This is an optimization exercise on Yosys and OpenROAD, whose aim is small area, a short achievable clock period and few clock cycles per item, not a production implementation. Function was checked by simulation only, so behaviour that the tests miss may differ from the original. Power figures rest on the tool's default switching activity, not on a simulated workload.

## lenet_top
module lenet_top
(
    input  logic               clk,
    input  logic               rst,
    input  logic               start,
    input  logic [graph_w-1:0] graph,
    input  logic               load_we,
    input  logic               load_bank,
    input  logic [addr_w-1:0]  load_addr,
    input  logic [data_w-1:0]  load_data,
    output logic [num_labels*data_w-1:0] result,
    output logic               done
);
    logic [num_groups-1:0]             grp_we;
    logic [num_groups-1:0][data_w-1:0] grp_data;
    logic [7:0]                        addr_lo, addr_hi;
    bank_switch u_load (
        .clk(clk), .load_we(load_we), .load_bank(load_bank),
        .load_addr(load_addr), .load_data(load_data),
        .grp_we(grp_we), .grp_data(grp_data), .addr_lo(addr_lo), .addr_hi(addr_hi)
    );
    logic [input_depth-1:0][data_w-1:0]  img;
    logic [weight_depth-1:0][data_w-1:0] wt;
    logic [num_groups*64-1:0][data_w-1:0] gmem;
    for (genvar g = 0; g < num_groups; g++)
    begin : g_ram
        byte_ram #(.depth(g < num_groups - 1 ? 64 : weight_depth - 128)) u_ram (
            .clk(clk), .we(grp_we[g]), .addr_lo(addr_lo), .addr_hi(addr_hi),
            .wdata(grp_data[g]),
            .mem(gmem[64*g +: (g < num_groups - 1 ? 64 : weight_depth - 128)])
        );
    end
    assign img = gmem[0 +: input_depth];
    assign wt  = gmem[input_depth +: weight_depth];
  ...
clock: 7.0 ns
lec_check: 0
cap_margin: 20
core_margin: 2
core_utilization: 40
cts_cluster_diameter: 100
cts_cluster_size: 20
setup_slack_margin: 4.3
slew_margin: 20
run.sh (not shown) runs the stock make flow with config.mk's settings and CLKGATE_MAP_FILE= SYNTH_SCRIPT=/design/flow/synth_recipe.tcl, a recipe that flattens the netlist after the stock synthesis.
Testbench counts at the start, summed over its fixed seeds: cycles 13,248, inferences 192.
Edit:
--- a/flow/design.v
+++ b/flow/design.v
@@ -161,32 +161,32 @@
             case (state)
                 st_idle:
                     if (start)
                     begin
                         rd_g   <= graph;
                         rd_cnt <= 6'd0;
                         if (fast_ok)
                         begin
                             state    <= st_wait;
-                            wait_cnt <= 3'd2;
+                            wait_cnt <= 3'd3;
                         end
                         else
                             state <= st_replay;
                     end
                 st_replay:
                 begin
                     rd_v   <= 1'b1;
                     rd_k   <= rd_cnt;
                     rd_cnt <= rd_cnt + 6'd1;
                     if (rd_cnt == 6'd63)
                     begin
                         state    <= st_wait;
-                        wait_cnt <= 3'd4;
+                        wait_cnt <= 3'd5;
                     end
                 end
                 st_wait:
                 begin
                     if (wait_cnt == 3'd0)
                     begin
                         state <= st_done;
                         done  <= 1'b1;
                     end
@@ -310,25 +310,24 @@
     end
     assign half_a = half_w'(pp[0]) + (half_w'(pp[1]) <<< 2);
     assign half_b = half_w'(pp[2]) + (half_w'(pp[3]) <<< 2);
     logic signed [half_w-1:0] a_q, b_q;
     always_ff @(posedge clk)
     begin
         a_q <= half_a;
         b_q <= half_b;
     end
+    localparam int prod_w = 2 * data_w;
+    logic signed [prod_w-1:0] p_q;
+    always_ff @(posedge clk)
+        p_q <= prod_w'(a_q) + (prod_w'(b_q) <<< 4);
     logic signed [acc_w-1:0] acc_a, acc_b, sum;
-    logic [acc_w-1:0] op_a, op_b, cs_s, cs_c;
-    assign op_a = acc_w'(a_q);
-    assign op_b = acc_w'(b_q) <<< 4;
-    assign cs_s = acc_b ^ op_a ^ op_b;
-    assign cs_c = ((acc_b & op_a) | (acc_b & op_b) | (op_a & op_b)) << 1;
-    assign sum  = cs_s + cs_c;
+    assign sum = acc_b + acc_w'(p_q);
     always_ff @(posedge clk)
     begin
         if (init)
         begin
             acc_a <= acc_w'($signed({bias_hi, 4'b0}));
             acc_b <= acc_w'($signed({bias_lo, 4'b0}));
         end
         else if (add)
         begin
@@ -454,19 +453,19 @@
     max_pool u_max_pool (
         .clk(clk), .in_v(feed_v), .in_k(feed_k), .in_px(feed_px),
         .pooled(pooled), .pooled_neg(pooled_neg), .pooled_idx(pooled_idx), .pooled_v(pooled_v)
     );
     logic                               win_end;
     logic [2*fc_in-1:0]                 wsel;
     logic [num_macs-1:0][data_w-1:0]    w_sel;
     logic [num_macs-1:0][3*data_w/2-1:0] digits;
     logic                               hi_phase, add, init;
-    logic                               pv1;
+    logic                               pv1, pv2;
     assign win_end = feed_v && feed_k[0] && feed_k[3];
     always_ff @(posedge clk)
     begin
         if (feed_v && feed_k == 6'd0)
             wsel <= (2*fc_in)'(1);
         else if (win_end || hi_phase)
             wsel <= {wsel[2*fc_in-2:0], wsel[2*fc_in-1]};
         hi_phase <= win_end;
     end
@@ -491,19 +490,20 @@
                 b2 = w_sel[j][2*d+1];
                 b1 = w_sel[j][2*d];
                 b0 = (d == 0) ? 1'b0 : w_sel[j][2*d-1];
                 digits[j][3*d+2] <= b2 && !(b1 && b0);
                 digits[j][3*d+1] <= (b2 && !b1 && !b0) || (!b2 && b1 && b0);
                 digits[j][3*d]   <= b1 ^ b0;
             end
         end
         pv1  <= pooled_v;
-        add  <= pooled_v || pv1;
+        pv2  <= pv1;
+        add  <= pv1 || pv2;
         init <= feed_v && feed_k == 6'd8;
     end
     for (genvar j = 0; j < num_macs; j++)
     begin : g_mac
         fc_layer u_fc (
             .clk(clk), .x(pooled), .nx(pooled_neg), .digits(digits[j]),
             .init(init), .add(add),
             .bias_lo(wt[bias_base + j]), .bias_hi(wt[bias_base + j + num_macs]),
             .score_lo(result[data_w*j +: data_w]),
Worst setup slack gains 56 ps; count of clock-buffer cells in the layout went up by 8; final area went up by 0.45%; cell count went up by 1.7%; global-route usage went down by 0.43 points; non-clock buffer count went down by 22; clock skew went down by 25 ps; synthesized cell count went up by 2.1%; total power went down by 16%.
Testbench counts after the change, summed over its fixed seeds: cycles 13,440, inferences 192.

## re-timing with driven ports
The results above use ideal ports. As a check the final layouts listed here were re-extracted and re-timed, cells and wires unchanged. Step 1 assumes that a clkbuf_16 drives the clock port and a buf_2 every other input. Step 2 moves the port delays by t, midway between the first and last clock arrival at a register: inputs arrive t later, outputs are due t later. That takes back most of the time a late clock gives input paths. Slacks: no drivers / after step 1 / after step 2; pairs: no drivers / after step 1.
run | shift t [ns] | slack for setup (ns) | worst hold slack (ns) | worst data-port slew with drivers (ns) | cell pins on the clock port's net
the first run | 1.099 | 3.964 / 3.964 / 3.199 | 0.428 / 0.428 / 0.428 | 0.24 | 1
the second run | 1.091 | 4.020 / 4.020 / 2.998 | 0.323 / 0.323 / 0.323 | 0.27 | 1
After both steps every run listed still meets setup and hold. For the second run, which loses most, drivers alone change the setup slack by 0.000 ns; drivers and shift together by -1.022 ns.
